This is an optimization exercise on Yosys and OpenROAD, whose aim is a short achievable clock period and few clock cycles, not a production implementation.
The RTL was checked by simulation tests, not by an equivalence proof against the original design.

==> design/flow/design.v <==
`default_nettype none
package viper_pkg;
	typedef logic [32-1:0] word_t;
	typedef logic [20-1:0] addr_t;
	typedef logic [2-1:0] reg_sel_t;
	typedef enum logic [1:0] {
		st_fetch   = 2'd0,
		st_decode  = 2'd1,
		st_access  = 2'd2,
		st_execute = 2'd3
	} seq_state_t;
	typedef enum logic [2-1:0] {
		mode_imm    = 2'd0,
		mode_direct = 2'd1,
		mode_index1 = 2'd2,
		mode_index2 = 2'd3
	} operand_mode_t;
	typedef enum logic [4-1:0] {
		op_neg    = 4'd0,
		op_push   = 4'd1,
		op_load_a = 4'd2,
		op_load_b = 4'd3,
		op_add_a  = 4'd4,
		op_add_b  = 4'd5,
		op_sub_a  = 4'd6,
		op_sub_b  = 4'd7,
		op_add_c  = 4'd8,
		op_sub_c  = 4'd9,
		op_add_d  = 4'd10,
		op_sub_d  = 4'd11,
		op_shift  = 4'd12,
		op_nop_a  = 4'd13,
		op_nop_b  = 4'd14,
		op_nop_c  = 4'd15
	} func_op_t;
	typedef enum logic [3-1:0] {
		dest_r0          = 3'd0,
		dest_r1          = 3'd1,
		dest_r2          = 3'd2,
		dest_r3          = 3'd3,
		dest_pc_if_set   = 3'd4,
		dest_pc_if_clear = 3'd5,
		dest_none        = 3'd6,
		dest_store       = 3'd7
	} dest_t;
endpackage
`default_nettype wire
`timescale 1ns/100ps
`default_nettype none
module ks_add #(
	parameter int W = 32
) (
	input  logic [W-1:0] a,
	input  logic [W-1:0] b,
	input  logic         cin,
	output logic [W-1:0] s,
	output logic         cout
);
	localparam int L = (W > 16) ? 5 : (W > 8) ? 4 : (W > 4) ? 3 : 2;
	logic [(L+1)*W-1:0] g;
	logic [(L+1)*W-1:0] p;
	logic [W-1:0] p0;
	assign p0 = a ^ b;
	assign g[W-1:1] = a[W-1:1] & b[W-1:1];
	assign g[0] = (a[0] & b[0]) | (p0[0] & cin);
	assign p[W-1:0] = p0;
	genvar k, i;
	generate
		for (k = 0; k < L; k++) begin : lvl
			for (i = 0; i < W; i++) begin : bitn
				if (i >= (1 << k)) begin : comb
					assign g[(k+1)*W+i] = g[k*W+i] | (p[k*W+i] & g[k*W+i-(1<<k)]);
					assign p[(k+1)*W+i] = p[k*W+i] & p[k*W+i-(1<<k)];
				end else begin : pass
					assign g[(k+1)*W+i] = g[k*W+i];
					assign p[(k+1)*W+i] = p[k*W+i];
				end
			end
		end
	endgenerate
	assign s = p0 ^ {g[L*W +: W-1], cin};
	assign cout = g[L*W+W-1];
endmodule
`default_nettype wire
`default_nettype none
module ks_add0 #(
	parameter int W = 32
) (
	input  logic [W-1:0] a,
	input  logic [W-1:0] b,
	output logic [W-1:0] s
);
	localparam int L = (W > 16) ? 5 : (W > 8) ? 4 : (W > 4) ? 3 : 2;
	logic [(L+1)*W-1:0] g;
	logic [(L+1)*W-1:0] p;
	logic [W-1:0] p0;
	assign p0 = a ^ b;
	assign g[W-1:0] = a & b;
	assign p[W-1:0] = p0;
	genvar k, i;
	generate
		for (k = 0; k < L; k++) begin : lvl
			for (i = 0; i < W; i++) begin : bitn
				if (k == 0 && i == 1) begin : low
					assign g[W+1] = (a[1] & b[1]) | ((a[1] | b[1]) & a[0] & b[0]);
					assign p[W+1] = p[1] & p[0];
				end else if (i >= (1 << k)) begin : comb
					assign g[(k+1)*W+i] = g[k*W+i] | (p[k*W+i] & g[k*W+i-(1<<k)]);
					assign p[(k+1)*W+i] = p[k*W+i] & p[k*W+i-(1<<k)];
				end else begin : pass
					assign g[(k+1)*W+i] = g[k*W+i];
					assign p[(k+1)*W+i] = p[k*W+i];
				end
			end
		end
	endgenerate
	assign s = p0 ^ {g[L*W +: W-1], 1'b0};
endmodule
`default_nettype wire
`timescale 1ns/100ps
`default_nettype none
module viper_cpu (
	input  logic  clock,
	input  logic  reset,
	input  viper_pkg::word_t datai,
	output viper_pkg::addr_t      addr,
	output logic       rd,
	output logic       wr,
	output viper_pkg::word_t      datao
);
	localparam int IB = 5;
	localparam int NE = 1 << IB;
	localparam int TW = 20 - IB;
	localparam int WW = 31;
	logic [31:0] r0, r1, r2;
	logic        flag;
	logic        iv;           
	logic [30:0] ir;           
	logic [28:0] pc;           
	logic [28:0] st;           
	logic        sl;           
	logic [29:0] padv;         
	logic [19:0] padv2;        
	logic [19:0] ea;           
	logic        ea_stale;     
	logic [19:0] jt;           
	logic [1:0]  jcy;          
	logic        jwrap;        
	logic        tk1, tk0;     
	logic        fs1, fs0;     
	logic [IB-1:0] l_seq;      
	logic [WW-1:0] cw;         
	logic        chit_r;       
	logic        q_store, q_read, q_memop, q_push, q_abs, q_rel;
	logic        q_w0, q_w1, q_w2, q_cmpv, q_cmpor;
	logic        q_sneg, q_sadd, q_ssub;
	logic [3:0]  q_src;        
	logic [5:0]  q_rel_sel;    
	logic [NE*WW-1:0] c_w;
	logic [NE*TW-1:0] c_tag;
	logic [NE-1:0]    c_v;
	function automatic [IB-1:0] cidx(input [19:0] a);
		cidx = a[IB+2:3] ^ a[IB-1:0];
	endfunction
	logic [19:0] d_tail;
	logic        taken, fast, slow, xact, xbus;
	assign d_tail = ir[19:0];
	assign taken = flag ? tk1 : tk0;
	assign fast = flag ? fs1 : fs0;
	assign slow = taken && !fast;
	assign xact = iv && !ea_stale;
	assign xbus = xact && q_memop;
	logic [31:0] s_val, o_val, sum, diff, result;
	logic        lt, eq, relation, flag_nx;
	assign s_val = ({32{q_src[0]}} & r0) | ({32{q_src[1]}} & r1) | ({32{q_src[2]}} & r2) |
		({32{q_src[3]}} & {2'b00, padv});
	assign o_val = q_read ? datai : {12'h000, d_tail};
	logic [31:0] ndiff;
	ks_add0 #(.W(32)) u_sum (.a(s_val), .b(o_val), .s(sum));
	ks_add0 #(.W(32)) u_diff (.a(~s_val), .b(o_val), .s(ndiff));
	assign diff = ~ndiff;
	always_comb begin
		if (q_sneg)
			result = 32'd0 - o_val;
		else if (q_sadd)
			result = {2'b00, sum[29:0]};
		else if (q_ssub)
			result = {2'b00, diff[29:0]};
		else
			result = o_val;
	end
	assign lt = (s_val[31] && !o_val[31]) || (!(s_val[31] ^ o_val[31]) && diff[31]);
	assign eq = (s_val == o_val);
	assign relation = (q_rel_sel[0] && lt) || (q_rel_sel[1] && !lt) || (q_rel_sel[2] && eq) ||
		(q_rel_sel[3] && !eq) || (q_rel_sel[4] && (lt || eq)) || (q_rel_sel[5] && !lt && !eq);
	assign flag_nx = (xact && q_cmpv) ? (relation || (q_cmpor && flag)) : flag;
	logic [19:0] npc, jt8, pc8;
	logic [28:0] fpc;
	logic [8:0]  npch, pch_base, pch_jmp;
	logic [19:0] faddr, fa8, fa16;
	logic [28:0] npc_full;
	logic [29:0] n_padv;
	logic        chit_now, bus_fetch, cache_fetch, load_ir, adv;
	assign pch_base = q_src[3] ? pc[28:20] : r2[28:20];
	assign pch_jmp = q_abs ? 9'd0 : pch_base + {{7{jcy[1]}}, jcy} + {8'd0, jwrap};
	assign npc = fast ? jt : padv[19:0];
	assign npch = fast ? pch_jmp : padv[28:20];
	assign fpc = sl ? st : pc;
	assign faddr = iv ? npc : fpc[19:0];
	assign npc_full = iv ? {npch, npc} : fpc;
	assign jt8 = {jt[19:3] + 17'd1, jt[2:0]};
	assign fa8 = !iv ? pc8 : fast ? jt8 : padv2;
	assign fa16 = {fa8[19:3] + 17'd1, fa8[2:0]};
	assign n_padv = {1'b0, npc_full} + 30'd8;
	assign chit_now = chit_r && !(q_store && (ea == padv[19:0]));
	assign bus_fetch = !iv || (xact && !q_memop && !slow);
	assign cache_fetch = xact && q_memop && !slow;
	assign load_ir = bus_fetch || (cache_fetch && chit_now);
	assign adv = !(iv && ea_stale);
	logic [30:0] nw;
	logic [1:0]  n_src, n_mode;
	logic [2:0]  n_dest;
	logic        n_cmp;
	logic [3:0]  n_fn;
	logic [19:0] n_tail, n_ea1, n_ea2, n_ea;
	logic        n_store, n_push, n_arith, n_abs, n_add, n_sub, n_jf, n_rr_ok;
	logic        n_tk1, n_tk0, n_stale;
	logic [21:0] n_rel, rel_s, rel_j, rel_p, rel_r, sub_s, sub_j, sub_p;
	assign nw = bus_fetch ? datai[30:0] : cw;
	assign n_src = nw[30:29];
	assign n_mode = nw[28:27];
	assign n_dest = nw[26:24];
	assign n_cmp = nw[23];
	assign n_fn = nw[22:19];
	assign n_tail = nw[19:0];
	assign n_store = !n_cmp && (n_dest == 3'd7);
	assign n_push = !n_cmp && (n_fn == 4'd1) && !n_store;
	assign n_arith = !n_cmp && !n_store && (n_fn != 4'd1) && (n_fn < 4'd12);
	assign n_abs = (n_fn == 4'd1) || (n_fn == 4'd2) || (n_fn == 4'd3);
	assign n_add = (n_fn == 4'd4) || (n_fn == 4'd5) || (n_fn == 4'd8) || (n_fn == 4'd10);
	assign n_sub = (n_fn == 4'd6) || (n_fn == 4'd7) || (n_fn == 4'd9) || (n_fn == 4'd11);
	assign n_tk1 = n_push || (n_arith && ((n_dest == 3'd3) || (n_dest == 3'd4)));
	assign n_tk0 = n_push || (n_arith && ((n_dest == 3'd3) || (n_dest == 3'd5)));
	assign n_rr_ok = (n_src == 2'd2) && n_add && !(xact && (q_w2 || q_push));
	assign n_jf = (n_mode == 2'd0) && (n_abs || ((n_src == 2'd3) && (n_add || n_sub)) || n_rr_ok);
	assign pc8 = {fpc[19:3] + 17'd1, fpc[2:0]};
	logic [21:0] t_add, nsub_s, nsub_j, nsub_p;
	assign t_add = {2'b00, n_tail};
	ks_add0 #(.W(22)) u_rel_s (.a({2'b00, padv2}), .b(t_add), .s(rel_s));
	ks_add0 #(.W(22)) u_rel_j (.a({2'b00, jt8}), .b(t_add), .s(rel_j));
	ks_add0 #(.W(22)) u_rel_p (.a({2'b00, pc8}), .b(t_add), .s(rel_p));
	ks_add0 #(.W(22)) u_rel_r (.a({2'b00, r2[19:0]}), .b(t_add), .s(rel_r));
	ks_add0 #(.W(22)) u_sub_s (.a(~{2'b00, padv2}), .b(t_add), .s(nsub_s));
	ks_add0 #(.W(22)) u_sub_j (.a(~{2'b00, jt8}), .b(t_add), .s(nsub_j));
	ks_add0 #(.W(22)) u_sub_p (.a(~{2'b00, pc8}), .b(t_add), .s(nsub_p));
	assign sub_s = ~nsub_s;
	assign sub_j = ~nsub_j;
	assign sub_p = ~nsub_p;
	assign n_rel = (n_src != 2'd3) ? rel_r : !iv ? (n_sub ? sub_p : rel_p) :
		fast ? (n_sub ? sub_j : rel_j) : (n_sub ? sub_s : rel_s);
	ks_add0 #(.W(20)) u_ea1 (.a(n_tail), .b(r1[19:0]), .s(n_ea1));
	ks_add0 #(.W(20)) u_ea2 (.a(n_tail), .b(r2[19:0]), .s(n_ea2));
	assign n_ea = (n_mode == 2'd2) ? n_ea1 : (n_mode == 2'd3) ? n_ea2 : n_tail;
	assign n_stale = xact && (((n_mode == 2'd2) && q_w1) ||
		((n_mode == 2'd3) && (q_w2 || q_push)));
	logic [IB-1:0] fidx, sidx, lidx;
	logic [NE-1:0] loh, lhit;
	logic [WW-1:0] lw;
	logic [19:0]   ea_re;
	assign fidx = cidx(faddr);
	assign sidx = cidx(ea);
	assign lidx = !iv ? cidx(fa8) : fast ? cidx(jt8) : l_seq;
	always_comb begin
		lw = '0;
		for (int e = 0; e < NE; e++) begin
			loh[e] = (lidx == e);
			lhit[e] = c_v[e] && (c_tag[e*TW +: TW] == fa8[19:IB]);
			lw = lw | ({WW{loh[e]}} & c_w[e*WW +: WW]);
		end
	end
	ks_add0 #(.W(20)) u_ea_re (.a(d_tail), .b(ir[27] ? r2[19:0] : r1[19:0]), .s(ea_re));
	assign addr = xbus ? ea : faddr;
	assign wr = xbus && q_store;
	assign rd = !wr;
	assign datao = s_val;
	always_ff @(posedge clock or posedge reset) begin
		if (reset) begin
			r0 <= '0;
			r1 <= '0;
			r2 <= '0;
			flag <= 1'b0;
			iv <= 1'b0;
			pc <= '0;
			sl <= 1'b0;
			ea_stale <= 1'b0;
			fs1 <= 1'b0;
			fs0 <= 1'b0;
			c_v <= '0;
		end else begin
			flag <= flag_nx;
			if (xact) begin
				if (q_w0)
					r0 <= result;
				if (q_w1)
					r1 <= result;
				if (q_push)
					r2 <= {2'b00, padv};
				else if (q_w2)
					r2 <= result;
			end
			if (adv) begin
				iv <= load_ir;
				ea_stale <= load_ir && n_stale;
				fs1 <= load_ir && n_jf && n_tk1;
				fs0 <= load_ir && n_jf && n_tk0;
				pc <= npc_full;
				sl <= iv && slow;
			end else begin
				ea_stale <= 1'b0;
			end
			for (int e = 0; e < NE; e++) begin
				if (bus_fetch && (fidx == e))
					c_v[e] <= 1'b1;
				else if (xbus && q_store && (sidx == e) &&
						(c_tag[e*TW +: TW] == ea[19:IB]))
					c_v[e] <= 1'b0;
			end
		end
	end
	always_ff @(posedge clock) begin
		st <= q_push ? o_val[28:0] : result[28:0];
		if (!adv) begin
			ea <= ea_re;
		end else begin
			ir <= nw;
			jt <= n_abs ? n_tail : n_rel[19:0];
			jcy <= n_rel[21:20];
			jwrap <= (n_src == 2'd3) && (&faddr[19:3]);
			tk1 <= n_tk1;
			tk0 <= n_tk0;
			ea <= n_ea;
			padv <= n_padv;
			padv2 <= fa16;
			l_seq <= cidx(fa16);
			cw <= lw;
			chit_r <= |(loh & lhit) && !(xact && q_store && (ea == fa8));
			q_store <= n_store;
			q_read <= (n_mode != 2'd0) && !n_store;
			q_memop <= n_store || (n_mode != 2'd0);
			q_push <= n_push;
			q_abs <= n_abs;
			q_rel <= n_add || n_sub;
			q_w0 <= n_arith && (n_dest == 3'd0);
			q_w1 <= n_arith && (n_dest == 3'd1);
			q_w2 <= n_arith && (n_dest == 3'd2);
			q_cmpv <= n_cmp && (n_fn[2:0] < 3'd6);
			q_cmpor <= n_fn[3];
			q_sneg <= n_fn == 4'd0;
			q_sadd <= n_add;
			q_ssub <= n_sub;
			q_src <= 4'b0001 << n_src;
			q_rel_sel <= 6'b000001 << n_fn[2:0];
		end
		for (int e = 0; e < NE; e++) begin
			if (bus_fetch && (fidx == e)) begin
				c_w[e*WW +: WW] <= datai[30:0];
				c_tag[e*TW +: TW] <= faddr[19:IB];
			end
		end
	end
endmodule
`default_nettype wire
==> design/flow/run.sh <==
#!/bin/bash
# synth_recipe.tcl (not shown) runs the flow's synth.tcl, then flattens the netlist and writes it again
# the make line also repeats each setting of config.mk as NAME=value (left out here)
make -C /OpenROAD-flow-scripts/flow DESIGN_CONFIG=/design/flow/config.mk WORK_HOME=/design/flow/orfs CLKGATE_MAP_FILE= SYNTH_SCRIPT=/design/flow/synth_recipe.tcl finish
==> design/flow/config.mk <==
export PLATFORM = sky130hd
export DESIGN_NAME = viper_cpu
export DESIGN_NICKNAME = viper_cpu
export VERILOG_FILES = /design/flow/design.v
export SDC_FILE = /design/flow/constraint.sdc
export NUM_CORES = 4
export LEC_CHECK = 0
export CAP_MARGIN = 20
export CORE_MARGIN = 2
export CORE_UTILIZATION = 40
export SETUP_SLACK_MARGIN = 2.0
export SLEW_MARGIN = 20
export SYNTH_HIERARCHICAL = 1
==> design/flow/constraint.sdc <==
create_clock -name core_clock -period 6.5 [get_ports {clock}]
set_input_delay 1.3000 -clock core_clock [delete_from_list [all_inputs] [get_ports {clock}]]
set_output_delay 1.3000 -clock core_clock [all_outputs]
set_load 0.01 [all_outputs]
==> run notes, run 1 <==
crit path max fanout 10; yosys warns 7; largest net degree at the start of global routing roughly 120; Tightest Pin Transition between 1 and 1.5 ns; RSZ-0062 raised after global routing yes; row count between 150 and 200; Max clock buf depth 3; RR Endpoint chit_r$_DFFE_PN_; Worst-path clk slew around 0.060 ns; startpoint class of the critical path flop; DRC 0; CP max stage cell or4_1; fillers 22.3k; number of cells on the critical path 15; vias in the first global route between 70k and 80k; dpl hpwl roughly 290000 um; Ports 88; placeable core area 251000 um^2; CTS Hold Bufs 0; die width roughly 500 um; first-pass GRT wire length 602000 um; worst r2r src jt[9]$_DFFE_PN_; Fmax roughly 210 MHz; crit path cell chain nand3_1 -> or4_1 -> mux2i_2 -> or3_4 -> and2_1 -> buf_12 -> buf_12 -> xor2_1 -> nand4_1 -> o22ai_1 -> nor4_1 -> buf_4 -> o2111ai_1 -> o31a_1 -> buf_12; worst hold path class reg -> reg; DR pass1 iterations 10; Skew-Pair Late Insertion Delay 0.91 ns; WL final 436000 um; crit-path most repeated cell buf_12; flop2flop setup slack around 1.6 ns; crit path time final 4.87 ns; Cells after Synth 8787; drt wl/cell around 34 um; Final Wtd Congestion 1.00; r2r worst-path depth 15; Nets just under 10k; Synth-to-Final Area Change 21.1%; antenna viol nets, final 0; Max Slew Vio Count 0; First DRT Iteration DRCs approximately 12k; Max-Cap Viols 0; Die Ht a little over 500 um; delay-heaviest family, CP simple AND/OR/NAND/NOR gates; CP bufs+invs 4; Worst Setup EP chit_r$_DFFE_PN_; pre-CTS WS between 0.2 and 0.3 ns; Critical Path Sink Type flop; Design Area, Final between 100000 and 150000 um^2; Hold Vio Cnt, Final 0; Final Setup Violations 0; WP data arrival about 5.5 ns; Vias/cell between 6 and 7; Overflow after GRT 0; Crit Path Category reg -> reg; TritonCTS clock tree yes; GRT Overall Usage 0.329; Tcrit/Tclk final 0.749; Final Skew around 0.10 ns; largest stage delay on the critical path a little under 0.7 ns; Starting Density 0.402; Critical Path RT 7.12 ns; via count around 82k; Slew HR 0.156; die area ~260000 um^2; antenna violations before repair 24; Final WS setup around 1.6 ns; status finished clean; PortBufs 87; placed cell areas 109000 um^2; Post-Syn Area per Cell ~11 um^2; clock root cell clkbuf_16; Post-Syn Area around 100000 um^2; origin of the worst setup path jt[9]$_DFFE_PN_; Num CTS Buffers between 150 and 200; htree depth 4; CTS Sinks approximately 1.8k; share of layout cells above drive strength 1 0.198; TNS Setup 0 ns
[state kept, by name, indices dropped and copies added (netlist names), 29 cells and up]
signal	cells
r1	32
st	29
cw	31
r0	32
r2	32
padv	30
c_w	992
c_v	32
c_tag	480
pc	29
[layout make-up]
type / count / area [um^2] / share of cell area
Tap cell: 3348 / 4190 / 0.0343
Clock inverter: 100 / 1200 / 0.00980
Clock buffer: 248 / 5050 / 0.0414
Multi-Input combinational cell: 6302 / 48500 / 0.397
Antenna cell: 13 / 32.5 / 0.000266
Sequential cell: 1840 / 54000 / 0.442
Timing Repair Buffer: 832 / 8220 / 0.0673
Inverter: 232 / 970 / 0.00794
[layout by cell type, fill, tap and decap left out, types with 65 or more instances in the layout]
cell type  count
a221oi_1      97
nor4_1       106
buf_4        587
a21oi_1      329
mux2i_1       81
o21ai_1       65
clkbuf_16    191
nor2_4        69
a22oi_1      219
nor3_1       104
nand3_1      145
xor2_1       615
a22o_1       116
inv_1        193
dfrtp_1      156
nor2_1       348
ha_1         203
edfxtp_1    1628
a211oi_1      76
a21o_1        97
nand2_1      736
o21ai_0      373
nand4_1      263
xnor2_1      753
buf_12        89
[per-layer routing]
| layer | track usage | share of wire |
|---|---|---|
| met5 | 0 | 0.00033 |
| met4 | 0.175 | 0.067 |
| met2 | 0.486 | 0.42 |
| met3 | 0.0891 | 0.12 |
| met1 | 0.441 | 0.39 |
[worst min-delay path, cell delays in order (launching register included)]
cell	delay, ns
dfrtp_1	0.34
nand2_1	0.05
nand2_1	0.05
[stage by stage]
stage / instances / hold WS (ns) / util
after floorplan: 8813 / 0.435 / -
after global placement: 12300 / 0.448 / 0.434
after detailed placement: 12300 / 0.466 / 0.434
after CTS: 12800 / 0.482 / 0.476
after global routing: 12900 / 0.502 / 0.487
final: 12900 / 0.480 / 0.487
[what timing repair did]
item	CTS	global route
gates cloned	16	0
pin swaps	122	160
hold endpoints to repair	0	0
buffers inserted	171	117
endpoints found under the setup margin	1623	325
gates resized for setup	581	386
[how the worst min path moves through the flow]
stage / from / to / slack [ns] / cells after the start
finish: pc[1]$_DFFE_PP0N_ / pc[1]$_DFFE_PP0N_ / 0.48 / 2
global route: r0[20]$_DFFE_PP0P_ / r0[20]$_DFFE_PP0P_ / 0.50 / 2
CTS: pc[1]$_DFFE_PP0N_ / pc[1]$_DFFE_PP0N_ / 0.48 / 2
detailed placement: pc[1]$_DFFE_PP0N_ / pc[1]$_DFFE_PP0N_ / 0.47 / 2
global placement: pc[1]$_DFFE_PP0N_ / pc[1]$_DFFE_PP0N_ / 0.45 / 2
floorplan: pc[1]$_DFFE_PP0N_ / pc[1]$_DFFE_PP0N_ / 0.43 / 2
Testbench counts, summed over its fixed seeds: cycles 42,764.
==> run 2, diff against run 1 <==
--- a/design/flow/design.v
+++ b/design/flow/design.v
@@ -151,2 +151,3 @@
 	logic [IB-1:0] l_seq;      
+	logic [IB-1:0] l_pc;       
 	logic [WW-1:0] cw;         
@@ -161,2 +162,6 @@
 	logic [NE-1:0]    c_v;
+	logic          pw_v;
+	logic [19:0]   pw_a;
+	logic [WW-1:0] pw_d;
+	logic          pw_go;
 	function automatic [IB-1:0] cidx(input [19:0] a);
@@ -196,3 +201,3 @@
 	assign flag_nx = (xact && q_cmpv) ? (relation || (q_cmpor && flag)) : flag;
-	logic [19:0] npc, jt8, pc8;
+	logic [19:0] npc, jt8, pc8, st8;
 	logic [28:0] fpc;
@@ -227,3 +232,3 @@
 	logic        n_tk1, n_tk0, n_stale;
-	logic [21:0] n_rel, rel_s, rel_j, rel_p, rel_r, sub_s, sub_j, sub_p;
+	logic [21:0] n_rel, rel_s, rel_p, rel_r, sub_s, sub_p;
 	assign nw = bus_fetch ? datai[30:0] : cw;
@@ -244,8 +249,9 @@
 	assign n_rr_ok = (n_src == 2'd2) && n_add && !(xact && (q_w2 || q_push));
-	assign n_jf = (n_mode == 2'd0) && (n_abs || ((n_src == 2'd3) && (n_add || n_sub)) || n_rr_ok);
-	assign pc8 = {fpc[19:3] + 17'd1, fpc[2:0]};
-	logic [21:0] t_add, nsub_s, nsub_j, nsub_p;
+	assign n_jf = (n_mode == 2'd0) && (n_abs || n_rr_ok ||
+		((n_src == 2'd3) && (n_add || n_sub) && !(iv && fast)));
+	assign st8 = {st[19:3] + 17'd1, st[2:0]};
+	assign pc8 = sl ? st8 : padv[19:0];
+	logic [21:0] t_add, nsub_s, nsub_p;
 	assign t_add = {2'b00, n_tail};
 	ks_add0 #(.W(22)) u_rel_s (.a({2'b00, padv2}), .b(t_add), .s(rel_s));
-	ks_add0 #(.W(22)) u_rel_j (.a({2'b00, jt8}), .b(t_add), .s(rel_j));
 	ks_add0 #(.W(22)) u_rel_p (.a({2'b00, pc8}), .b(t_add), .s(rel_p));
@@ -253,9 +259,7 @@
 	ks_add0 #(.W(22)) u_sub_s (.a(~{2'b00, padv2}), .b(t_add), .s(nsub_s));
-	ks_add0 #(.W(22)) u_sub_j (.a(~{2'b00, jt8}), .b(t_add), .s(nsub_j));
 	ks_add0 #(.W(22)) u_sub_p (.a(~{2'b00, pc8}), .b(t_add), .s(nsub_p));
 	assign sub_s = ~nsub_s;
-	assign sub_j = ~nsub_j;
 	assign sub_p = ~nsub_p;
 	assign n_rel = (n_src != 2'd3) ? rel_r : !iv ? (n_sub ? sub_p : rel_p) :
-		fast ? (n_sub ? sub_j : rel_j) : (n_sub ? sub_s : rel_s);
+		(n_sub ? sub_s : rel_s);
 	ks_add0 #(.W(20)) u_ea1 (.a(n_tail), .b(r1[19:0]), .s(n_ea1));
@@ -265,3 +269,3 @@
 		((n_mode == 2'd3) && (q_w2 || q_push)));
-	logic [IB-1:0] fidx, sidx, lidx;
+	logic [IB-1:0] sidx, lidx;
 	logic [NE-1:0] loh, lhit;
@@ -269,5 +273,5 @@
 	logic [19:0]   ea_re;
-	assign fidx = cidx(faddr);
 	assign sidx = cidx(ea);
-	assign lidx = !iv ? cidx(fa8) : fast ? cidx(jt8) : l_seq;
+	assign pw_go = pw_v && !(xbus && q_store && (ea == pw_a));
+	assign lidx = !iv ? (sl ? cidx(st8) : l_pc) : fast ? cidx(jt8) : l_seq;
 	always_comb begin
@@ -281,3 +285,3 @@
 	ks_add0 #(.W(20)) u_ea_re (.a(d_tail), .b(ir[27] ? r2[19:0] : r1[19:0]), .s(ea_re));
-	assign addr = xbus ? ea : faddr;
+	assign addr = fast ? jt : xbus ? ea : iv ? padv[19:0] : fpc[19:0];
 	assign wr = xbus && q_store;
@@ -293,2 +297,4 @@
 			pc <= '0;
+			padv <= 30'd8;
+			l_pc <= cidx(20'd8);
 			sl <= 1'b0;
@@ -298,4 +304,6 @@
 			c_v <= '0;
+			pw_v <= 1'b0;
 		end else begin
 			flag <= flag_nx;
+			pw_v <= bus_fetch;
 			if (xact) begin
@@ -316,2 +324,4 @@
 				pc <= npc_full;
+				padv <= n_padv;
+				l_pc <= cidx(n_padv[19:0]);
 				sl <= iv && slow;
@@ -321,3 +331,3 @@
 			for (int e = 0; e < NE; e++) begin
-				if (bus_fetch && (fidx == e))
+				if (pw_go && (cidx(pw_a) == e))
 					c_v[e] <= 1'b1;
@@ -331,2 +341,4 @@
 		st <= q_push ? o_val[28:0] : result[28:0];
+		pw_a <= faddr;
+		pw_d <= datai[30:0];
 		if (!adv) begin
@@ -341,3 +353,2 @@
 			ea <= n_ea;
-			padv <= n_padv;
 			padv2 <= fa16;
@@ -364,5 +375,5 @@
 		for (int e = 0; e < NE; e++) begin
-			if (bus_fetch && (fidx == e)) begin
-				c_w[e*WW +: WW] <= datai[30:0];
-				c_tag[e*TW +: TW] <= faddr[19:IB];
+			if (pw_go && (cidx(pw_a) == e)) begin
+				c_w[e*WW +: WW] <= pw_d;
+				c_tag[e*TW +: TW] <= pw_a[19:IB];
 			end
--- a/design/flow/config.mk
+++ b/design/flow/config.mk
@@ -9,3 +9,3 @@
 export CORE_MARGIN = 2
-export CORE_UTILIZATION = 40
+export CORE_UTILIZATION = 35
 export SETUP_SLACK_MARGIN = 2.0
==> run 2 against run 1 <==
Against the previous run: highest routed layer unchanged; maximum frequency is 7.2% higher; final area down 5.9%; register-to-register slack improved by 0.33 ns; critical path type unchanged; clock-buffer cell count is 11 higher; critical endpoint is now ea[17]$_DFF_P_; utilization fell by 7.4 points.
==> run notes, run 2 <==
Nets 8913 (was 9722); Final Wtd Congestion 0.979 (was 1.00); Synth-to-Final Area Change 17.6% (was 21.1%); post-route insts no fill 12.5k (was 12.9k); WP data arrival 5.22 ns (was 5.49 ns); die area 283000 um^2 (was 256000 um^2); pre-CTS WS 0.877 ns (was 0.270 ns); Largest register FFs 992 (unchanged); Post-Syn Area per Cell 11.8 um^2 (was 11.5 um^2); antenna viol nets, final 0 (unchanged); Max clock buf depth 3 (unchanged); Ports 88 (unchanged); most common cell after layout, fill and taps aside edfxtp_1 (unchanged); Fmax 220 MHz (was 205 MHz); Slew HR 0.228 (was 0.156); Starting Density 0.351 (was 0.402); origin of the worst setup path flag$_DFFE_PP0P_ (was jt[9]$_DFFE_PN_); clock root cell clkbuf_16 (unchanged); crit path max fanout 6 (was 10); fillers 26.1k (was 22.3k); First DRT Iteration DRCs 9717 (was 12.1k); vias in the first global route 71.7k (was 76.9k); first-pass GRT wire length 536000 um (was 602000 um); Hold Vio Cnt, Final 0 (unchanged); startpoint class of the critical path flop (unchanged); DR pass1 iterations 6 (was 10); htree depth 4 (unchanged); Tcrit/Tclk final 0.699 (was 0.749); Biggest register c_w (unchanged); r2r worst-path depth 19 (was 15); Largest regs c_w (992), c_tag (480) (unchanged); commonest cells after routing, fill and taps aside edfxtp_1 (1598), xnor2_1 (879), nand2_1 (677) (was edfxtp_1 (1628), xnor2_1 (753), nand2_1 (736)); Worst-path clk slew 0.06 ns (about the same); GRT Overall Usage 0.261 (was 0.329); Critical Path RT 7.17 ns (was 7.12 ns); status finished clean (unchanged); antenna violations before repair 22 (was 24); Skew-Pair Late Insertion Delay 0.88 ns (was 0.91 ns); share of layout cells above drive strength 1 0.153 (was 0.198); Num CTS Buffers 197 (was 187); Critical Path Sink Type flop (unchanged); Cells after Synth 8297 (was 8787); RSZ-0062 raised after global routing yes (unchanged); PortBufs 87 (unchanged); TNS Setup 0 ns (unchanged); CTS Sinks 1894 (was 1840); DRC 0 (unchanged); Max Slew Vio Count 0 (unchanged); WL final 385000 um (was 436000 um); Post-Syn Area 97700 um^2 (was 101000 um^2); via count 74.9k (was 82.2k); Placed Cells incl. Taps 12.0k (was 12.3k); worst hold path class reg -> reg (unchanged); area of the multi-input gates 42600 um^2 (was 48500 um^2); CTS Hold Bufs 0 (unchanged); Crit Path Category reg -> reg (unchanged); Final Setup Violations 0 (unchanged); Final Skew 0.0702 ns (was 0.101 ns); row count 194 (was 184); flop2flop setup slack 1.96 ns (was 1.63 ns); die width 532 um (was 506 um); TritonCTS clock tree yes (unchanged); WHS 0.465 ns (was 0.480 ns); Vias/cell 5.98 (was 6.36); worst r2r src flag$_DFFE_PP0P_ (was jt[9]$_DFFE_PN_); largest net degree at the start of global routing 110 (was 124); register area 55000 um^2 (was 54000 um^2); Tightest Pin Transition 1.15 ns (was 1.26 ns); yosys warns 7 (unchanged); Final WS setup 1.96 ns (was 1.63 ns); Worst Setup EP ea[17]$_DFF_P_ (was chit_r$_DFFE_PN_); Max-Cap Viols 0 (unchanged); placeable core area 279000 um^2 (was 251000 um^2); dpl hpwl 248000 um (was 288000 um); Die Ht 532 um (was 506 um); crit path time final 4.54 ns (was 4.87 ns); RR Endpoint ea[17]$_DFF_P_ (was chit_r$_DFFE_PN_); Overflow after GRT 0 (unchanged); drt wl/cell 30.7 um (was 33.8 um)
==> run 2: area by class of cell <==
cell class	instances	share of cell area
clock inverter	107	0.0107
tap	3724	0.0406
sequential	1894	0.479
antenna	7	0.000152
clock buffer	259	0.0472
timing repair buffer	557	0.0459
inverter	174	0.00586
multi-input combinational	5806	0.371
==> run 2: per-layer routing <==
metal / routed length [um] / track usage
met1: 153000 / 0.349
met2: 172000 / 0.409
met3: 40200 / 0.0562
met4: 20000 / 0.112
met5: 85 / 0
==> run 2: how the worst min path moves through the flow <==
stage	from	end	slack, ns	cells after the start
after floorplan	pc[4]$_DFFE_PP0N_	pc[4]$_DFFE_PP0N_	0.43	2
after detailed placement	pc[18]$_DFFE_PP0N_	pc[18]$_DFFE_PP0N_	0.45	2
after global routing	pc[15]$_DFFE_PP0N_	pc[15]$_DFFE_PP0N_	0.48	2
after global placement	pc[5]$_DFFE_PP0N_	pc[5]$_DFFE_PP0N_	0.44	2
after CTS	pc[18]$_DFFE_PP0N_	pc[18]$_DFFE_PP0N_	0.46	2
final	pc[18]$_DFFE_PP0N_	pc[18]$_DFFE_PP0N_	0.47	2
==> run 2: repair_timing <==
item	in CTS	in global routing
cloned	7	4
endpoints found under the setup margin	1414	78
gates resized for setup	179	214
buffers inserted	94	64
pin swaps	48	56
==> run 2: critical path, cell delays in order (launching register included) <==
cell and delay (ns):
dfrtp_2 0.48, nor2_2 0.13, a32oi_2 0.07, buf_6 0.15, a21oi_4 0.16, buf_12 0.15, clkbuf_16 0.17, mux2_4 0.38
buf_4 0.22, ha_1 0.42, a2111oi_4 0.40, o21ai_2 0.15, nand3_2 0.12, a21oi_1 0.12, a41oi_1 0.27, xnor2_1 0.15
mux2i_1 0.08, nor2_1 0.13, a21oi_1 0.09, o21ai_0 0.49
==> run 2: metrics by stage <==
stage	util	area (um^2)
after CTS	0.407	113000
after global placement	0.376	105000
after global routing	0.412	115000
after detailed placement	0.376	105000
final	0.412	115000
after floorplan	-	97900
Testbench counts of run 2, summed over its fixed seeds: cycles 42,756.
==> run 3, diff against run 2 <==
--- a/design/flow/design.v
+++ b/design/flow/design.v
@@ -233,3 +233,3 @@
 	logic [21:0] n_rel, rel_s, rel_p, rel_r, sub_s, sub_p;
-	assign nw = bus_fetch ? datai[30:0] : cw;
+	assign nw = (!iv || !q_memop) ? datai[30:0] : cw;
 	assign n_src = nw[30:29];
==> run 3 against run 2 <==
Against the previous run: clock skew up 0.030 ns; cell count fell by 0.34%; global-route usage rose by 0.72 points; worst hold slack better by 0.00066 ns; critical path depth fell by 7; die area rose by 0.17%; via count grew 0.35%; maximum frequency is 2.2% lower; first-iteration DRC count rose by 12%; critical endpoint is now cw[29]$_DFFE_PN_; highest routed layer unchanged.
==> run notes, run 3 <==
antenna violations before repair 21 (was 22); Max-Cap Viols 0 (unchanged); die width 533 um (was 532 um); htree depth 4 (unchanged); CTS Sinks 1894 (unchanged); Biggest register c_w (unchanged); Nets 8863 (was 8913); placeable core area 279000 um^2 (about the same); WL final 394000 um (was 385000 um); largest stage delay on the critical path 0.77 ns (was 0.49 ns); Critical Path Sink Type flop (unchanged); commonest cells after routing, fill and taps aside edfxtp_1 (1598), xnor2_1 (937), nand2_1 (674) (was edfxtp_1 (1598), xnor2_1 (879), nand2_1 (677)); PortBufs 87 (unchanged); DRC 0 (unchanged); Final Wtd Congestion 0.978 (was 0.979); crit path max fanout 31 (was 6); crit path time final 4.64 ns (was 4.54 ns); Cells after Synth 8290 (was 8297); Final Skew 0.0998 ns (was 0.0702 ns); fillers 25.9k (was 26.1k); first-pass GRT wire length 547000 um (was 536000 um); Fmax 215 MHz (was 220 MHz); worst hold path class reg -> reg (unchanged); Die Ht 533 um (was 532 um); crit path cell chain buf_12 -> clkinvlp_4 -> bufbuf_16 -> nor2_2 -> nand2_1 -> o221a_2 -> nor4_2 -> buf_6 -> a22o_1 -> a221oi_1 -> nand4_1 -> or3_1 (was nor2_2 -> a32oi_2 -> buf_6 -> a21oi_4 -> buf_12 -> clkbuf_16 -> mux2_4 -> buf_4 -> ha_1 -> a2111oi_4 -> o21ai_2 -> nand3_2 -> a21oi_1 -> a41oi_1 -> xnor2_1 -> mux2i_1 -> nor2_1 -> a21oi_1 -> o21ai_0); Crit Path Category reg -> reg (unchanged); Tcrit/Tclk final 0.714 (was 0.699); Post-Syn Area 97900 um^2 (was 97700 um^2); yosys warns 7 (unchanged); drt wl/cell 31.6 um (was 30.7 um); Vias/cell 6.02 (was 5.98); most common cell after layout, fill and taps aside edfxtp_1 (unchanged); Final Setup Violations 0 (unchanged); register area 55000 um^2 (about the same); Synth-to-Final Area Change 16.2% (was 17.6%); vias in the first global route 71.7k (about the same); TNS Setup 0 ns (unchanged); area of the multi-input gates 41900 um^2 (was 42600 um^2); Slew HR 0.182 (was 0.228); Largest regs c_w (992), c_tag (480) (unchanged); Num CTS Buffers 198 (was 197); Design Area, Final 114000 um^2 (was 115000 um^2); placed cell areas 105000 um^2 (about the same); Worst-path clk slew 0.06 ns (about the same); Post-Syn Area per Cell 11.8 um^2 (about the same); Critical Path RT 7.12 ns (was 7.17 ns); CP max stage cell nor4_2 (was o21ai_0); share of layout cells above drive strength 1 0.137 (was 0.153); DR pass1 iterations 9 (was 6); TritonCTS clock tree yes (unchanged); Max clock buf depth 3 (unchanged); startpoint class of the critical path flop (unchanged); WP data arrival 5.26 ns (was 5.22 ns); Max Slew Vio Count 0 (unchanged); CP bufs+invs 4 (unchanged); Skew-Pair Late Insertion Delay 0.92 ns (was 0.88 ns); Starting Density 0.351 (about the same); delay-heaviest family, CP simple AND/OR/NAND/NOR gates (was compound AO/OA/AOI/OAI gates); RSZ-0062 raised after global routing yes (unchanged); clock root cell clkbuf_16 (unchanged); GRT Overall Usage 0.268 (was 0.261); Overflow after GRT 0 (unchanged); dpl hpwl 247000 um (was 248000 um); antenna viol nets, final 0 (unchanged); via count 75.2k (was 74.9k); Hold Vio Cnt, Final 0 (unchanged); Tightest Pin Transition 1.22 ns (was 1.15 ns); Largest register FFs 992 (unchanged); largest net degree at the start of global routing 108 (was 110); Ports 88 (unchanged); status finished clean (unchanged); die area 284000 um^2 (was 283000 um^2); First DRT Iteration DRCs 10.9k (was 9717); row count 194 (unchanged)
==> run 3: final cells by class <==
type | instances | area share
antenna | 5 | 0.000110
clock buffer | 290 | 0.0482
clock inverter | 86 | 0.00873
inverter | 177 | 0.00602
multi-input combinational | 5801 | 0.369
sequential | 1894 | 0.483
tap | 3724 | 0.0410
timing repair buffer | 508 | 0.0440
==> run 3: layer usage <==
layer	track usage	wire [um]	vias up	share of wire
met1	0.356	152000	37700	0.39
met3	0.0526	42800	974	0.11
met2	0.422	177000	4827	0.45
met4	0.126	22000	2	0.056
met5	0	13	-	0.000033
li1	-	-	31600	-
==> run 3: stage by stage <==
step           utilization  hold slack [ns]  instances  setup slack [ns]
2_1_floorplan            -            0.431       8308              1.84
3_3_place_gp         0.375            0.443      12000             0.556
3_5_place_dp         0.376            0.453      12000             0.636
4_1_cts              0.403            0.466      12400              1.94
5_1_grt              0.408            0.504      12500              1.80
6_report             0.408            0.466      12500              1.86
==> run 3: worst paths after layout <==
path / to / slack [ns] / depth (start not counted) / startpoint
min in group asynchronous: r0[0]$_DFFE_PP0P_ / 0.98 / 2 / reset
min: pc[9]$_DFFE_PP0N_ / 0.47 / 2 / pc[9]$_DFFE_PP0N_
max in group asynchronous: r1[29]$_DFFE_PP0P_ / 4.15 / 3 / reset
max reg2reg: cw[29]$_DFFE_PN_ / 1.86 / 12 / iv$_DFFE_PP0N_
max: cw[29]$_DFFE_PN_ / 1.86 / 12 / iv$_DFFE_PP0N_
min reg2reg: pc[9]$_DFFE_PP0N_ / 0.47 / 2 / pc[9]$_DFFE_PP0N_
==> run 3: tightest hold or removal path, stage by stage (launching register included) <==
cell and delay [ns]:
dfrtp_1 0.34, nand2_1 0.05, nand2_1 0.05
==> run 3: timing repair <==
item | CTS | global route
resized for setup | 150 | 148
hold buffers | 0 | 0
pin swaps | 28 | 36
setup endpoints to repair | 1526 | 531
setup buffers | 62 | 81
hold endpoints to repair | 0 | 0
gates cloned | 8 | 0
Testbench counts of run 3, summed over its fixed seeds: cycles 42,756.
==> run 4, diff against run 3 <==
--- a/design/flow/config.mk
+++ b/design/flow/config.mk
@@ -9,3 +9,3 @@
 export CORE_MARGIN = 2
-export CORE_UTILIZATION = 35
+export CORE_UTILIZATION = 50
 export SETUP_SLACK_MARGIN = 2.0
==> run 4 against run 3 <==
Against the previous run: synthesized area is the same; first-iteration DRC count shrank 2.8%; non-clock buffer count shrank 35; die area shrank 30%; maximum frequency grew 1.7%; global-route usage grew 11 points; clock-buffer cell count grew 5; utilization grew 17 points; cell count shrank 9.1%; largest cell class unchanged; highest routed layer unchanged.
==> run notes, run 4 <==
status finished clean (unchanged); Synth-to-Final Area Change 14.3% (was 16.2%); Max Slew Vio Count 0 (unchanged); Critical Path RT 6.99 ns (was 7.12 ns); vias in the first global route 70.0k (was 71.7k); RR Endpoint c_w[482]$_DFFE_PP_ (was cw[29]$_DFFE_PN_); die area 199000 um^2 (was 284000 um^2); flop2flop setup slack 1.94 ns (was 1.86 ns); antenna violations before repair 20 (was 21); Num CTS Buffers 198 (unchanged); Die Ht 446 um (was 533 um); WL final 388000 um (was 394000 um); Post-Syn Area per Cell 11.8 um^2 (unchanged); fillers 16.0k (was 25.9k); PortBufs 87 (unchanged); Max-Cap Viols 0 (unchanged); Vias/cell 6.58 (was 6.02); Final Skew 0.0747 ns (was 0.0998 ns); CTS Hold Bufs 0 (unchanged); htree depth 4 (unchanged); yosys warns 7 (unchanged); Critical Path Sink Type flop (unchanged); RSZ-0062 raised after global routing yes (unchanged); Hold Crit Depth 2 (unchanged); Cells after Synth 8290 (unchanged); share of layout cells above drive strength 1 0.134 (was 0.137); DR pass1 iterations 9 (unchanged); Starting Density 0.503 (was 0.351); largest net degree at the start of global routing 133 (was 108); WP data arrival 5.05 ns (was 5.26 ns); Biggest register c_w (unchanged); CTS Sinks 1894 (unchanged); r2r worst-path depth 10 (was 12); Fmax 219 MHz (was 215 MHz); GRT Overall Usage 0.382 (was 0.268); TNS Setup 0 ns (unchanged); Max clock buf depth 3 (unchanged); dpl hpwl 242000 um (was 247000 um); Tightest Pin Transition 1.19 ns (was 1.22 ns); Largest register FFs 992 (unchanged); First DRT Iteration DRCs 10.6k (was 10.9k); antenna viol nets, final 0 (unchanged); commonest cells after routing, fill and taps aside edfxtp_1 (1598), xnor2_1 (934), nand2_1 (680) (was edfxtp_1 (1598), xnor2_1 (937), nand2_1 (674)); Tcrit/Tclk final 0.702 (was 0.714); crit path time final 4.56 ns (was 4.64 ns); Worst-path clk slew 0.06 ns (about the same); row count 162 (was 194); Nets 8827 (was 8863); first-pass GRT wire length 538000 um (was 547000 um); Overflow after GRT 0 (unchanged); worst hold path class reg -> reg (unchanged); TritonCTS clock tree yes (unchanged); Post-Syn Area 97900 um^2 (unchanged); Skew-Pair Late Insertion Delay 0.89 ns (was 0.92 ns); hold worst-path end pc[6]$_DFFE_PP0N_ (was pc[9]$_DFFE_PP0N_); Largest regs c_w (992), c_tag (480) (unchanged); Crit Path Category reg -> reg (unchanged); WHS 0.466 ns (about the same); placeable core area 195000 um^2 (was 279000 um^2); Hold Vio Cnt, Final 0 (unchanged); most common cell after layout, fill and taps aside edfxtp_1 (unchanged); worst r2r src iv$_DFFE_PP0N_ (unchanged); hold path start pc[6]$_DFFE_PP0N_ (was pc[9]$_DFFE_PP0N_); Final Wtd Congestion 0.980 (was 0.978); drt wl/cell 34.2 um (was 31.6 um); crit path max fanout 31 (unchanged); die width 446 um (was 533 um); Ports 88 (unchanged); Slew HR 0.204 (was 0.182); clock root cell clkbuf_16 (unchanged); startpoint class of the critical path flop (unchanged); Final Setup Violations 0 (unchanged); DRC 0 (unchanged); via count 74.6k (was 75.2k)
run 4: worst max path at each step:
stage                            from                   end  slack [ns]
3_5_place_dp                 datai[1]      flag$_DFFE_PP0P_        0.56
2_1_floorplan          iv$_DFFE_PP0N_  c_tag[420]$_DFFE_PP_        1.84
6_report               iv$_DFFE_PP0N_    c_w[482]$_DFFE_PP_        1.94
5_1_grt        q_src[2]$_SDFFCE_PN0N_    r2[25]$_DFFE_PP0P_        1.95
3_3_place_gp                 datai[1]    r2[27]$_DFFE_PP0P_        0.61
4_1_cts                iv$_DFFE_PP0N_      jcy[0]$_DFFE_PN_        1.92
run 4: timing repair:
action / in CTS / in global routing
resized for setup: 148 / 126
gates cloned: 3 / 0
buffers inserted: 59 / 30
setup endpoints to repair: 395 / 251
pin swaps: 27 / 31
run 4: final cells by class:
cell class,instances,area [um^2],area share
flip-flops and latches,1894,55000,0.491
multi-input cells,5800,41900,0.374
clock buffers,295,5650,0.0505
repair buffers,473,4530,0.0405
well taps,2624,3280,0.0293
clock inverters,79,896,0.00800
inverters,177,692,0.00618
diodes,4,10.0,0.0000894
run 4: worst max-delay path, cell delays in order, from the launching register on:
cell and delay (ns):
dfrtp_4 0.56, nand2_4 0.18, nor2_1 0.10, nand2_1 0.38
inv_1 0.31, nand3_1 0.18, o41ai_1 0.15, nor2b_1 0.36
nand3_1 0.75, nor2_4 0.75, buf_12 0.41
run 4: per-layer routing:
metal	track usage	up-vias	wire length (um)
met3	0.0817	933	43300
li1	-	31600	-
met5	0	-	64
met1	0.518	37400	150000
met4	0.178	10	21100
met2	0.588	4701	174000
run 4: through the flow:
stage | std cells | setup slack (ns) | area, um^2 | utilization
after floorplan | 8308 | 1.84 | 98000 | -
after global placement | 10900 | 0.610 | 103000 | 0.531
after detailed placement | 10900 | 0.557 | 103000 | 0.531
after CTS | 11300 | 1.92 | 111000 | 0.570
after global routing | 11300 | 1.95 | 112000 | 0.575
final | 11300 | 1.94 | 112000 | 0.575
==> run 5, diff against run 4 <==
--- a/design/flow/design.v
+++ b/design/flow/design.v
@@ -233,3 +233,5 @@
 	logic [21:0] n_rel, rel_s, rel_p, rel_r, sub_s, sub_p;
-	assign nw = (!iv || !q_memop) ? datai[30:0] : cw;
+	logic use_bus;
+	assign use_bus = !iv || !q_memop;
+	assign nw = use_bus ? datai[30:0] : cw;
 	assign n_src = nw[30:29];
@@ -254,8 +256,16 @@
 	logic [21:0] t_add, nsub_s, nsub_p;
-	assign t_add = {2'b00, n_tail};
-	ks_add0 #(.W(22)) u_rel_s (.a({2'b00, padv2}), .b(t_add), .s(rel_s));
+	logic [21:0] c_add, rel_s_c, rel_r_c, nsub_s_c, rel_s_d, rel_r_d, nsub_s_d;
+	assign t_add = {2'b00, datai[19:0]};
+	assign c_add = {2'b00, cw[19:0]};
+	ks_add0 #(.W(22)) u_rel_s (.a({2'b00, padv2}), .b(t_add), .s(rel_s_d));
 	ks_add0 #(.W(22)) u_rel_p (.a({2'b00, pc8}), .b(t_add), .s(rel_p));
-	ks_add0 #(.W(22)) u_rel_r (.a({2'b00, r2[19:0]}), .b(t_add), .s(rel_r));
-	ks_add0 #(.W(22)) u_sub_s (.a(~{2'b00, padv2}), .b(t_add), .s(nsub_s));
+	ks_add0 #(.W(22)) u_rel_r (.a({2'b00, r2[19:0]}), .b(t_add), .s(rel_r_d));
+	ks_add0 #(.W(22)) u_sub_s (.a(~{2'b00, padv2}), .b(t_add), .s(nsub_s_d));
 	ks_add0 #(.W(22)) u_sub_p (.a(~{2'b00, pc8}), .b(t_add), .s(nsub_p));
+	ks_add0 #(.W(22)) u_rel_s_c (.a({2'b00, padv2}), .b(c_add), .s(rel_s_c));
+	ks_add0 #(.W(22)) u_rel_r_c (.a({2'b00, r2[19:0]}), .b(c_add), .s(rel_r_c));
+	ks_add0 #(.W(22)) u_sub_s_c (.a(~{2'b00, padv2}), .b(c_add), .s(nsub_s_c));
+	assign rel_s = use_bus ? rel_s_d : rel_s_c;
+	assign rel_r = use_bus ? rel_r_d : rel_r_c;
+	assign nsub_s = use_bus ? nsub_s_d : nsub_s_c;
 	assign sub_s = ~nsub_s;
@@ -264,4 +274,9 @@
 		(n_sub ? sub_s : rel_s);
-	ks_add0 #(.W(20)) u_ea1 (.a(n_tail), .b(r1[19:0]), .s(n_ea1));
-	ks_add0 #(.W(20)) u_ea2 (.a(n_tail), .b(r2[19:0]), .s(n_ea2));
+	logic [19:0] ea1_d, ea2_d, ea1_c, ea2_c;
+	ks_add0 #(.W(20)) u_ea1 (.a(datai[19:0]), .b(r1[19:0]), .s(ea1_d));
+	ks_add0 #(.W(20)) u_ea2 (.a(datai[19:0]), .b(r2[19:0]), .s(ea2_d));
+	ks_add0 #(.W(20)) u_ea1_c (.a(cw[19:0]), .b(r1[19:0]), .s(ea1_c));
+	ks_add0 #(.W(20)) u_ea2_c (.a(cw[19:0]), .b(r2[19:0]), .s(ea2_c));
+	assign n_ea1 = use_bus ? ea1_d : ea1_c;
+	assign n_ea2 = use_bus ? ea2_d : ea2_c;
 	assign n_ea = (n_mode == 2'd2) ? n_ea1 : (n_mode == 2'd3) ? n_ea2 : n_tail;
--- a/design/flow/config.mk
+++ b/design/flow/config.mk
@@ -9,3 +9,3 @@
 export CORE_MARGIN = 2
-export CORE_UTILIZATION = 50
+export CORE_UTILIZATION = 35
 export SETUP_SLACK_MARGIN = 2.0
==> run 5 against run 4 <==
Against the previous run: synthesized area is 6.3% higher; synthesized cell count is 11% higher; register-to-register slack hardly changed; flip-flop and latch count stayed put; critical path type unchanged.
==> run notes, run 5 <==
Max-Cap Viols 0 (unchanged); Critical Path Sink Type flop (unchanged); antenna violations before repair 42 (was 20); WP data arrival 5.32 ns (was 5.05 ns); flop2flop setup slack 1.92 ns (was 1.94 ns); Worst-path clk slew 0.06 ns (about the same); Slew HR 0.111 (was 0.204); TritonCTS clock tree yes (unchanged); Max Slew Vio Count 0 (unchanged); Final WS setup 1.92 ns (was 1.94 ns); DRC 0 (unchanged); register area 55000 um^2 (about the same); worst r2r src q_src[3]$_SDFFCE_PN0N_ (was iv$_DFFE_PP0N_); Critical Path RT 7.24 ns (was 6.99 ns); via count 83.1k (was 74.6k); Design Area, Final 121000 um^2 (was 112000 um^2); CTS Hold Bufs 0 (unchanged); Post-Syn Area 104000 um^2 (was 97900 um^2); WL final 435000 um (was 388000 um); Tcrit/Tclk final 0.704 (was 0.702); Final Wtd Congestion 1.01 (was 0.980); Die Ht 549 um (was 446 um); CP max stage cell edfxtp_1 (was nand3_1); largest stage delay on the critical path 0.48 ns (was 0.75 ns); Max clock buf depth 3 (unchanged); crit path max fanout 4 (was 31); crit path cell chain buf_6 -> a22oi_2 -> nand2_2 -> inv_1 -> ha_4 -> o21a_1 -> a211o_1 -> o221a_4 -> a211o_4 -> o31a_4 -> a311oi_2 -> xnor2_1 -> mux2_4 -> nor2_4 -> a21oi_2 -> nor2_1 -> a21oi_2 -> and2_4 -> o31ai_4 (was nand2_4 -> nor2_1 -> nand2_1 -> inv_1 -> nand3_1 -> o41ai_1 -> nor2b_1 -> nand3_1 -> nor2_4 -> buf_12); Biggest register c_w (unchanged); Largest register FFs 992 (unchanged); most common cell after layout, fill and taps aside edfxtp_1 (unchanged); Hold Crit Depth 2 (unchanged); antenna viol nets, final 0 (unchanged); status finished clean (unchanged); r2r worst-path depth 19 (was 10); placeable core area 296000 um^2 (was 195000 um^2); crit path time final 4.58 ns (was 4.56 ns); row count 200 (was 162); hold path start ir[22]$_DFFE_PN_ (was pc[6]$_DFFE_PP0N_); Synth-to-Final Area Change 15.9% (was 14.3%); crit-path most repeated cell a21oi_2 (was nand3_1); PortBufs 87 (unchanged); Hold Vio Cnt, Final 0 (unchanged); Nets 9941 (was 8827); Final Setup Violations 0 (unchanged); placed cell areas 112000 um^2 (was 103000 um^2); Skew-Pair Late Insertion Delay 0.89 ns (about the same); commonest cells after routing, fill and taps aside edfxtp_1 (1598), xnor2_1 (922), nand2_1 (887) (was edfxtp_1 (1598), xnor2_1 (934), nand2_1 (680)); share of layout cells above drive strength 1 0.135 (was 0.134); area of the multi-input gates 48200 um^2 (was 41900 um^2); die width 549 um (was 446 um); Ports 88 (unchanged); GRT Overall Usage 0.279 (was 0.382); Vias/cell 6.08 (was 6.58); die area 302000 um^2 (was 199000 um^2); Largest regs c_w (992), c_tag (480) (unchanged); htree depth 4 (unchanged); TNS Setup 0 ns (unchanged); Layout Utilization 0.407 (was 0.575); fillers 27.9k (was 16.0k); dpl hpwl 280000 um (was 242000 um); vias in the first global route 79.0k (was 70.0k); pre-CTS WS 0.724 ns (was 0.557 ns); RSZ-0062 raised after global routing yes (unchanged); largest net degree at the start of global routing 90 (was 133); yosys warns 7 (unchanged); Fmax 218 MHz (was 219 MHz); hold worst-path end flag$_DFFE_PP0P_ (was pc[6]$_DFFE_PP0N_); startpoint class of the critical path flop (unchanged); Post-Syn Area per Cell 11.3 um^2 (was 11.8 um^2); Num CTS Buffers 197 (was 198); RR Endpoint r2[27]$_DFFE_PP0P_ (was c_w[482]$_DFFE_PP_); worst hold path class reg -> reg (unchanged); CTS Sinks 1894 (unchanged); CP bufs+invs 2 (unchanged); Final Skew 0.101 ns (was 0.0747 ns); DR pass1 iterations 6 (was 9); delay-heaviest family, CP compound AO/OA/AOI/OAI gates (was simple AND/OR/NAND/NOR gates); Tightest Pin Transition 1.32 ns (was 1.19 ns); Cells after Synth 9230 (was 8290); drt wl/cell 31.8 um (was 34.2 um); clock root cell clkbuf_16 (unchanged); first-pass GRT wire length 602000 um (was 538000 um); Crit Path Category reg -> reg (unchanged); First DRT Iteration DRCs 12.7k (was 10.6k); Starting Density 0.351 (was 0.503); Overflow after GRT 0 (unchanged)
[run 5: timing repair]
action,CTS,global route
buffers inserted,76,65
resized for setup,162,136
cloned,2,3
setup endpoints to repair,1298,274
pin swaps,35,45
[run 5: how the worst max path moves through the flow]
stage	startpoint	end	cells after the start
2_1_floorplan	datai[1]	r2[27]$_DFFE_PP0P_	18
3_3_place_gp	datai[11]	r2[24]$_DFFE_PP0P_	18
3_5_place_dp	st[3]$_DFF_P_	jt[19]$_DFFE_PN_	17
4_1_cts	q_src[3]$_SDFFCE_PN0N_	r2[27]$_DFFE_PP0P_	20
5_1_grt	q_src[3]$_SDFFCE_PN0N_	r2[27]$_DFFE_PP0P_	20
6_report	q_src[3]$_SDFFCE_PN0N_	r2[27]$_DFFE_PP0P_	19
[run 5: routing by layer]
layer	GRT usage	share of wire	wire [um]	vias to the layer above
li1	-	-	-	35300
met1	0.361	0.38	166000	41300
met2	0.440	0.45	196000	5322
met3	0.0540	0.11	46600	1158
met4	0.149	0.061	26600	18
met5	0	0.00026	112	-
[run 5: cell type report]
| class | instances | area share |
|---|---|---|
| Tap cell | 3939 | 0.0408 |
| Multi-Input combinational cell | 6690 | 0.399 |
| Antenna cell | 15 | 0.000311 |
| Inverter | 217 | 0.00696 |
| Sequential cell | 1894 | 0.456 |
| Timing Repair Buffer | 552 | 0.0414 |
| Clock inverter | 102 | 0.0103 |
| Clock buffer | 268 | 0.0452 |
[run 5: worst reg2reg max path, stage by stage (launching register included)]
cell and delay [ns]:
edfxtp_1 0.48, buf_6 0.18, a22oi_2 0.27, nand2_2 0.21, inv_1 0.16, ha_4 0.23
o21a_1 0.21, a211o_1 0.35, o221a_4 0.26, a211o_4 0.37, o31a_4 0.40, a311oi_2 0.28
xnor2_1 0.11, mux2_4 0.27, nor2_4 0.08, a21oi_2 0.05, nor2_1 0.15, a21oi_2 0.07
and2_4 0.20, o31ai_4 0.16
[run 5: metrics by stage]
step / instances / hold slack (ns)
after detailed placement: 13100 / 0.452
after global placement: 13100 / 0.444
final: 13700 / 0.457
after floorplan: 9260 / 0.431
after global routing: 13700 / 0.483
after CTS: 13600 / 0.464
Testbench counts of run 5, summed over its fixed seeds: cycles 42,756.

port drivers added, routing unchanged:
No port has a modelled driver above. Below, the same layouts with a new extraction and two added sets of constraints. Step 1: set_driving_cell puts a clkbuf_16 on clock and a buf_2 on each other input, an assumption about the parent block. Step 2 adds t to the input delays and takes it off the output delays; t is the mean of the earliest and latest rising clock arrival at the registers after step 1. Input paths then give back, and output paths get back, about the clock's delay inside the block. Slacks: ideal / step 1 / step 2; pairs: ideal / step 1.
run | shift t [ns] | setup WS [ns] | latest minus earliest clock arrival (ns) | worst register clock-pin slew, ns
run 1 | 0.964 | 1.629 / 1.629 / 0.900 | 0.108 / 0.107 | 0.07 / 0.07
run 2 | 0.950 | 1.958 / 1.958 / 1.144 | 0.070 / 0.070 | 0.07 / 0.07
run 3 | 0.970 | 1.857 / 1.857 / 1.010 | 0.105 / 0.106 | 0.07 / 0.07
run 4 | 0.931 | 1.937 / 1.937 / 1.250 | 0.076 / 0.076 | 0.07 / 0.07
run 5 | 0.948 | 1.922 / 1.876 / 1.067 | 0.103 / 0.103 | 0.07 / 0.07
After both steps every run listed still meets setup and hold. For run 5, which loses most, drivers alone change the setup slack by -0.046 ns; drivers and shift together by -0.855 ns.
